Source: an optimization exercise on an open RTL-to-GDS flow (aim: small area, a short achievable clock period and few clock cycles per item). Production flows keep margins and buffers that such runs may drop.
In this exercise RTL edits were held to simulation tests only and were not proved equivalent to the original.

==> flow/design.v <==
package ibs_pkg;
	localparam int unsigned COORD_W = 32;    
	localparam int unsigned MAG_W   = 32;    
	localparam int unsigned SQ_W    = 66;    
	localparam int unsigned DIST_W  = 33;    
	localparam int unsigned RAD_W   = 32;
	typedef enum logic [3:0] {
		ST_IDLE  = 4'd0,    
		ST_CHK   = 4'd1,    
		ST_SQ0   = 4'd2,    
		ST_SQ1   = 4'd3,    
		ST_SQ2   = 4'd4,    
		ST_SQ3   = 4'd5,    
		ST_SQ4   = 4'd6,    
		ST_RSKIP = 4'd7,    
		ST_ROOT  = 4'd8,    
		ST_HALF  = 4'd9,    
		ST_MSKIP = 4'd10,   
		ST_MDIV  = 4'd11,   
		ST_UPD   = 4'd12    
	} ibs_state_t;
endpackage
import ibs_pkg::*;
module ibs_divider (
	input  logic                      clk,
	input  logic                      clear,
	input  logic                      step,
	input  logic                      hbit,
	input  logic [ibs_pkg::MAG_W-1:0]  mag,
	input  logic [ibs_pkg::DIST_W-1:0] den,
	output logic [ibs_pkg::MAG_W-1:0]  quot
);
	localparam int unsigned XW = DIST_W + 2;
	logic [DIST_W-1:0] rem_q;
	logic [XW-1:0]     x, x1, x2;
	logic              ge1, ge2;
	assign x  = {1'b0, rem_q, 1'b0} + (hbit ? XW'(mag) : '0);
	assign x1 = x - XW'(den);
	assign x2 = x - {1'b0, den, 1'b0};
	assign ge1 = !x1[XW-1];
	assign ge2 = !x2[XW-1];
	always_ff @(posedge clk) begin
		if (clear) begin
			rem_q <= '0;
			quot  <= '0;
		end else if (step) begin
			if (ge2) begin
				rem_q <= DIST_W'(x2);
				quot  <= {quot[MAG_W-2:0] + 1'b1, 1'b0};
			end else if (ge1) begin
				rem_q <= DIST_W'(x1);
				quot  <= {quot[MAG_W-2:0], 1'b1};
			end else begin
				rem_q <= DIST_W'(x);
				quot  <= {quot[MAG_W-2:0], 1'b0};
			end
		end
	end
endmodule
import ibs_pkg::*;
module incremental_bounding_sphere (
	input  logic        clk,
	input  logic        arst_n,
	input  logic        in_valid,
	output logic        in_stall,
	input  logic signed [31:0] point_x,
	input  logic signed [31:0] point_y,
	input  logic signed [31:0] point_z,
	input  logic        start_new,
	output logic        out_valid,
	input  logic        out_stall,
	output logic signed [31:0] center_x,
	output logic signed [31:0] center_y,
	output logic signed [31:0] center_z,
	output logic [31:0] sphere_radius,
	output logic        grew,
	output logic        saturated
);
	ibs_pkg::ibs_state_t state_q;
	logic              pv_q;
	logic              pf_q;
	logic [COORD_W-1:0] p_q [3];
	logic [COORD_W-1:0] ctr_q [3];
	logic [RAD_W-1:0]   rad_q;
	logic               empty_q;
	logic [MAG_W-1:0]  mag_q [3];
	logic [2:0]        neg_q;
	logic [SQ_W-1:0]   sq_q;
	logic [SQ_W-1:0]   acc_q;
	logic [DIST_W+1:0] rem_q;
	logic [DIST_W-1:0] root_q;
	logic [5:0]        cnt_q;
	logic [RAD_W-1:0]  h_q;
	logic [RAD_W-1:0]  nrad_q;
	logic take;
	assign in_stall = pv_q;
	assign take = pv_q && (state_q == ST_IDLE) && !((pf_q || empty_q) && out_valid);
	logic [COORD_W:0] dpc [3];
	logic [COORD_W:0] dcp [3];
	always_comb begin
		for (int i = 0; i < 3; i++) begin
			dpc[i] = {p_q[i][COORD_W-1], p_q[i]} - {ctr_q[i][COORD_W-1], ctr_q[i]};
			dcp[i] = {ctr_q[i][COORD_W-1], ctr_q[i]} - {p_q[i][COORD_W-1], p_q[i]};
		end
	end
	logic [MAG_W-1:0] mx;
	logic [MAG_W+2:0] l1mx;
	logic             in_bound;
	always_comb begin
		mx = mag_q[0];
		if (mag_q[1] > mx) mx = mag_q[1];
		if (mag_q[2] > mx) mx = mag_q[2];
		l1mx = (MAG_W+3)'(mag_q[0]) + (MAG_W+3)'(mag_q[1]) + (MAG_W+3)'(mag_q[2]) + (MAG_W+3)'(mx);
		in_bound = l1mx <= {2'b00, rad_q, 1'b0};
	end
	logic [DIST_W-1:0] sq_in;
	always_comb begin
		unique case (state_q)
			ST_SQ0:  sq_in = DIST_W'(mag_q[0]);
			ST_SQ1:  sq_in = DIST_W'(mag_q[1]);
			ST_SQ2:  sq_in = DIST_W'(mag_q[2]);
			default: sq_in = DIST_W'(rad_q);
		endcase
	end
	logic no_grow;
	assign no_grow = acc_q <= sq_q + SQ_W'({rad_q, 1'b0});
	logic [DIST_W+3:0] rt_t;
	logic [DIST_W+3:0] rt_d;
	assign rt_t = {rem_q, acc_q[SQ_W-1:SQ_W-2]};
	assign rt_d = rt_t - {1'b0, root_q, 2'b01};
	logic [DIST_W-1:0] dmr;
	logic [RAD_W:0]    rsum;
	assign dmr  = root_q - DIST_W'(rad_q);
	assign rsum = {1'b0, rad_q} + {1'b0, dmr[DIST_W-1:1]};
	logic md_clear, md_step;
	logic [MAG_W-1:0] quot [3];
	assign md_clear = (state_q == ST_HALF);
	assign md_step  = (state_q == ST_MDIV);
	for (genvar i = 0; i < 3; i++) begin : g_div
		ibs_divider u_div (
			.clk   (clk),
			.clear (md_clear),
			.step  (md_step),
			.hbit  (h_q[RAD_W-1]),
			.mag   (mag_q[i]),
			.den   (root_q),
			.quot  (quot[i])
		);
	end
	always_ff @(posedge clk or negedge arst_n) begin
		if (!arst_n) begin
			state_q   <= ST_IDLE;
			pv_q      <= 1'b0;
			empty_q   <= 1'b1;
			out_valid <= 1'b0;
		end else begin
			if (!pv_q) pv_q <= in_valid;
			else if (take) pv_q <= 1'b0;
			if (out_valid && !out_stall) out_valid <= 1'b0;
			unique case (state_q)
				ST_IDLE: if (take) begin
					if (pf_q || empty_q) begin
						empty_q   <= 1'b0;
						out_valid <= 1'b1;
					end else state_q <= ST_CHK;
				end
				ST_CHK: begin
					if (!in_bound) state_q <= ST_SQ0;
					else if (!out_valid) begin
						out_valid <= 1'b1;
						state_q   <= ST_IDLE;
					end
				end
				ST_SQ0: state_q <= ST_SQ1;
				ST_SQ1: state_q <= ST_SQ2;
				ST_SQ2: state_q <= ST_SQ3;
				ST_SQ3: state_q <= ST_SQ4;
				ST_SQ4: begin
					if (!no_grow) state_q <= ST_RSKIP;
					else if (!out_valid) begin
						out_valid <= 1'b1;
						state_q   <= ST_IDLE;
					end
				end
				ST_RSKIP: if (acc_q[SQ_W-1:SQ_W-8] != 8'd0) state_q <= ST_ROOT;
				ST_ROOT: if (cnt_q == 6'd1) state_q <= ST_HALF;
				ST_HALF: state_q <= ST_MSKIP;
				ST_MSKIP: begin
					if (h_q == '0) state_q <= ST_UPD;
					else if (h_q[RAD_W-1:RAD_W-8] != 8'd0) state_q <= ST_MDIV;
				end
				ST_MDIV: if (cnt_q == 6'd1) state_q <= ST_UPD;
				ST_UPD: if (!out_valid) begin
					out_valid <= 1'b1;
					state_q   <= ST_IDLE;
				end
				default: state_q <= ST_IDLE;
			endcase
		end
	end
	always_ff @(posedge clk) begin
		if (!pv_q) begin
			p_q[0] <= point_x;
			p_q[1] <= point_y;
			p_q[2] <= point_z;
			pf_q   <= start_new;
		end
		sq_q <= SQ_W'(sq_in) * SQ_W'(sq_in);
		unique case (state_q)
			ST_IDLE: if (take) begin
				if (pf_q || empty_q) begin
					for (int i = 0; i < 3; i++) ctr_q[i] <= p_q[i];
					rad_q <= '0;
					grew  <= 1'b1;
				end else begin
					for (int i = 0; i < 3; i++) begin
						neg_q[i]  <= dpc[i][COORD_W];
						mag_q[i]  <= dpc[i][COORD_W] ? MAG_W'(dcp[i]) : MAG_W'(dpc[i]);
					end
				end
			end
			ST_CHK: if (!out_valid) grew <= 1'b0;
			ST_SQ1: acc_q <= sq_q;
			ST_SQ2: acc_q <= acc_q + sq_q;
			ST_SQ3: acc_q <= acc_q + sq_q;
			ST_SQ4: begin
				if (!out_valid) grew <= 1'b0;
				rem_q  <= '0;
				root_q <= '0;
				cnt_q  <= 6'd33;
			end
			ST_RSKIP: if (acc_q[SQ_W-1:SQ_W-8] == 8'd0) begin
				acc_q <= {acc_q[SQ_W-9:0], 8'd0};
				cnt_q <= cnt_q - 6'd4;
			end
			ST_ROOT: begin
				acc_q <= {acc_q[SQ_W-3:0], 2'b00};
				cnt_q <= cnt_q - 6'd1;
				if (!rt_d[DIST_W+3]) begin
					rem_q  <= rt_d[DIST_W+1:0];
					root_q <= {root_q[DIST_W-2:0], 1'b1};
				end else begin
					rem_q  <= rt_t[DIST_W+1:0];
					root_q <= {root_q[DIST_W-2:0], 1'b0};
				end
			end
			ST_HALF: begin
				h_q    <= dmr[DIST_W-1:1];
				nrad_q <= rsum[RAD_W] ? '1 : rsum[RAD_W-1:0];
				cnt_q  <= 6'd32;
			end
			ST_MSKIP: if (h_q[RAD_W-1:RAD_W-8] == 8'd0) begin
				h_q   <= {h_q[RAD_W-9:0], 8'd0};
				cnt_q <= cnt_q - 6'd8;
			end
			ST_MDIV: begin
				h_q   <= {h_q[RAD_W-2:0], 1'b0};
				cnt_q <= cnt_q - 6'd1;
			end
			ST_UPD: if (!out_valid) begin
				grew <= 1'b1;
				for (int i = 0; i < 3; i++)
					ctr_q[i] <= neg_q[i] ? ctr_q[i] - quot[i] : ctr_q[i] + quot[i];
				rad_q <= nrad_q;
			end
			default: ;
		endcase
	end
	assign center_x = ctr_q[0];
	assign center_y = ctr_q[1];
	assign center_z = ctr_q[2];
	assign sphere_radius = rad_q;
	assign saturated = &rad_q;
endmodule
==> flow/run.sh <==
#!/bin/bash
# synth_recipe.tcl (not shown) runs the flow's synth.tcl, then flattens the netlist and writes it again
# the make line also repeats each setting of config.mk as NAME=value (left out here)
make -C /OpenROAD-flow-scripts/flow DESIGN_CONFIG=/design/flow/config.mk WORK_HOME=/design/flow/orfs CLKGATE_MAP_FILE= SYNTH_SCRIPT=/design/flow/synth_recipe.tcl finish
==> flow/config.mk <==
export PLATFORM = sky130hd
export DESIGN_NAME = incremental_bounding_sphere
export DESIGN_NICKNAME = incremental_bounding_sphere
export VERILOG_FILES = /design/flow/design.v
export SDC_FILE = /design/flow/constraint.sdc
export NUM_CORES = 4
export LEC_CHECK = 0
export CAP_MARGIN = 20
export CORE_MARGIN = 2
export CORE_UTILIZATION = 40
export SLEW_MARGIN = 20
==> flow/constraint.sdc <==
create_clock -name core_clock -period 16.0 [get_ports {clk}]
set_input_delay 3.2000 -clock core_clock [delete_from_list [all_inputs] [get_ports {clk}]]
set_output_delay 3.2000 -clock core_clock [all_outputs]
set_load 0.01 [all_outputs]
==> notes.md <==
-- cells by family (layout without fill, tap and decap cells) --
| kind of cell | Yosys count | count (layout) | share of synthesized area |
|---|---|---|---|
| XOR/XNOR | 893 | 893 | 0.07234 |
| other | 0 | 3 | 0 |
| AND/OR/NAND/NOR | 3191 | 3191 | 0.1376 |
| buffers and inverters | 2115 | 2237 | 0.07366 |
| flip-flops | 796 | 796 | 0.1961 |
| adder cells (fa/ha/maj) | 2134 | 2134 | 0.3081 |
| AO/OA/AOI/OAI | 3259 | 3259 | 0.1938 |
| multiplexers | 197 | 197 | 0.01847 |
-- metal layers --
metal,vias up,global-route usage,part of all wire
met5,-,0,0.000030
met4,2,0.1141,0.051
met3,654,0.03955,0.074
met2,3317,0.4046,0.44
met1,44556,0.3505,0.44
li1,43652,-,-
-- worst max-delay path: cells and delay by family, from the launching register on --
family | cells | cell delay [ns]
adders and majority gates | 9 | 4.16
AOI/OAI and AO/OA | 9 | 2.97
xor gates and xnor gates | 1 | 0.13
and+or+nand+nor | 8 | 2.18
DFF | 1 | 0.87
buffers and inverters | 9 | 2.14
-- per-stage QoR --
stage	hold WS (ns)	area [µm²]	worst slack, ns
after CTS	0.4505	118800	3.417
after global routing	0.4735	118800	2.707
after detailed placement	0.4417	115100	3.395
after floorplan	0.4268	108400	3.577
after global placement	0.4444	115000	3.603
final	0.4496	118800	3.379
-- synth_stat cells, drive strengths merged, types with 140 or more instances --
cell    count
and2      179
ha       1241
xnor2     590
xor2      303
o21ai     735
dfxtp     260
mux2i     175
o21a      140
nand2     969
nor2b     143
fa        893
nor3      165
nand3     204
a21oi     941
nor2      942
a21o      465
edfxtp    529
inv      1623
clkbuf    435
-- area by class of cell --
cell class | count | area [µm²]
clock inverter | 73 | 973.4
clock buffer | 125 | 2774
fill | 26911 | 151500
sequential | 796 | 21270
inverter | 1631 | 6126
multi-input combinational | 9674 | 79550
antenna | 3 | 7.507
timing repair buffer | 408 | 3656
tap | 3570 | 4467
-- how the worst max path moves through the flow --
stage / end / slack [ns] / depth (start not counted)
floorplan: ctr_q[0][0] / 3.58 / 2
global placement: sq_q[62] / 3.60 / 36
detailed placement: sq_q[62] / 3.40 / 36
CTS: sq_q[62] / 3.42 / 36
global route: sq_q[62] / 2.71 / 37
finish: sq_q[62] / 3.38 / 36
-- flip-flops by register name, summed over array words and instances, names as in the netlist --
name               flops
g_div.u_div.rem_q     99
ctr_q                 96
g_div.u_div.quot      96
mag_q                 96
p_q                   96
acc_q                 66
sq_q                  65
rem_q                 35
root_q                33
h_q                   32
nrad_q                32
rad_q                 32
cnt_q                  6
state_q                4
neg_q                  3
empty_q                1
grew                   1
out_valid              1
pf_q                   1
pv_q                   1
==> results.yml <==
run_status:
  status: "finished clean"
timing:
  maxSlewViolCount: 0
  period_share: 0.7888
  timing.fmax_mhz: 79.23
  hold_violations: 0
  tightest_slew_ns: 1.252
  relSlewSlack: 0.1653
  period_needed_ns: 12.62
  rsz0062_at_grt: "no"
  setup_viol_count_final: 0
  fin_tns_setup_ns: 0
  fin_skew_ns: 0.08318
final_layout:
  fin_nets: 14850
  final_layout_size_suffix_gt1_frac: 0.04313
  final_cells: 16280
  syn_to_final_growth_pct: 9.578
  layout_commonest_cell: "inv_1"
  final_core_util: 0.4396
  most-common-layout-cells: "1,619 x inv_1, 1,241 x ha_1, 965 x nand2_1, 937 x nor2_1, 937 x a21oi_1"
setup_path:
  slowest_delay_ns: 0.87
  crit_path_top_delay_cell: "dfrtp_1"
  crit_path_end_kind: "flop"
  worstReg2RegEnd: "sq_q[62]"
  cp_max_fo: 35
  worst_ep_arrival_time_ns: 13.28
  critPathRequiredTime_ns: 16.65
  r2r_slack_ns: 3.38
  crit_path_start: "state_q[1]"
  timing.rr.start: "state_q[1]"
  critical_path_class: "reg -> reg"
  cpMostUsedCell: "fa_1"
  r2r_cells: 36
  start_kind: "flop"
detailed_routing:
  num_vias: 92181
  antenna_left: 0
  drt-pass1-iter-count: 10
  drt_iter0_markers: 8701
  viasPerCell: 5.662
  wl_per_cell_um: 22.29
  drc: 0
  drt_wl_total_mm: 362.9
logic_synthesis:
  ys_types: 102
  ys_warn_count: 13
  yosysTopAreaCell: "fa_1"
  ys_top_cells_by_area: "fa_1 16%, edfxtp_1 15%, ha_1 14%"
  synth_nets: 14820
  synth_area_mm2: 0.1084
  ys_seq_elements: 796
  syn_area_per_cell_um2: 8.616
  ys.flop_type: "edfxtp_1"
  synthArstFlopShare: 0.008794
  syn_inst: 12585
  synth_edf_count: 529
  synth_top_area_share: 0.1649
  synth-seq-area-share: 0.1961
global_routing:
  grt_max_degree: 100
  grt_pass1_wl_mm: 550.6
  grt_pass1_vias: 90127
  track_usage: 0.2579
  overflow: 0
  antenna_found_initial: 8
clock_network:
  root_buffer: "clkbuf_16"
  cts_tree: "built"
  path_clk_slew_ns: 0.06
  cts_buffers: 104
  post_cts_buffers: 0
  clk_latency_ns: 0.81
  cts_hold_buf: 0
  cts_max_path_buffers: 3
  htreeDepth: 3
  cts.sinks: 796
  post_cts_resize_count: 0
die:
  core_mm2: 0.2703
  die_y_um: 524.7
  start_util: 0.4012
  die_w_um: 524.7
  fp-row-count: 191
  ios: 233
  dieArea_mm2: 0.2753
place:
  dp.cells: 16078
  routabilityCongestion: 0.9857
  hpwl_mm: 288.2
  port-buffer-count: 232
hold_path:
  hold_class: "reg -> reg"
  hold_path_startpoint: "g_div[1].u_div.rem_q[4]"
  hold_end: "g_div[1].u_div.rem_q[4]"
  hold_path_depth: 2
run:
  drv_cap: 0
Testbench counts, summed over its fixed seeds: cycles 73,683, points 5,466.

re-timing with driven ports:
No port has a modelled driver above. Below, the same layout with a new extraction and two added sets of constraints. Step 1: set_driving_cell puts a clkbuf_16 on clk and a buf_2 on each other input, an assumption about the parent block. Step 2 times the ports against the registers' clock, not the clock port: input delays grow and output delays shrink by t, the midpoint of the rising clock arrivals with the driver on. Three values: ideal ports, drivers, drivers and shift; two values: the first two.
shift t [ns]: 0.859
slack for setup (ns): 3.379 / 3.379 / 3.379
worst setup path at the end: register to register
slew at the worst register clock pin (ns): 0.07 / 0.07
cell pins on the clock port's net: 1
After both steps setup and hold are still met in this run. The setup slack of this run moves by 0.000 ns with the drivers and by 0.000 ns with both steps.
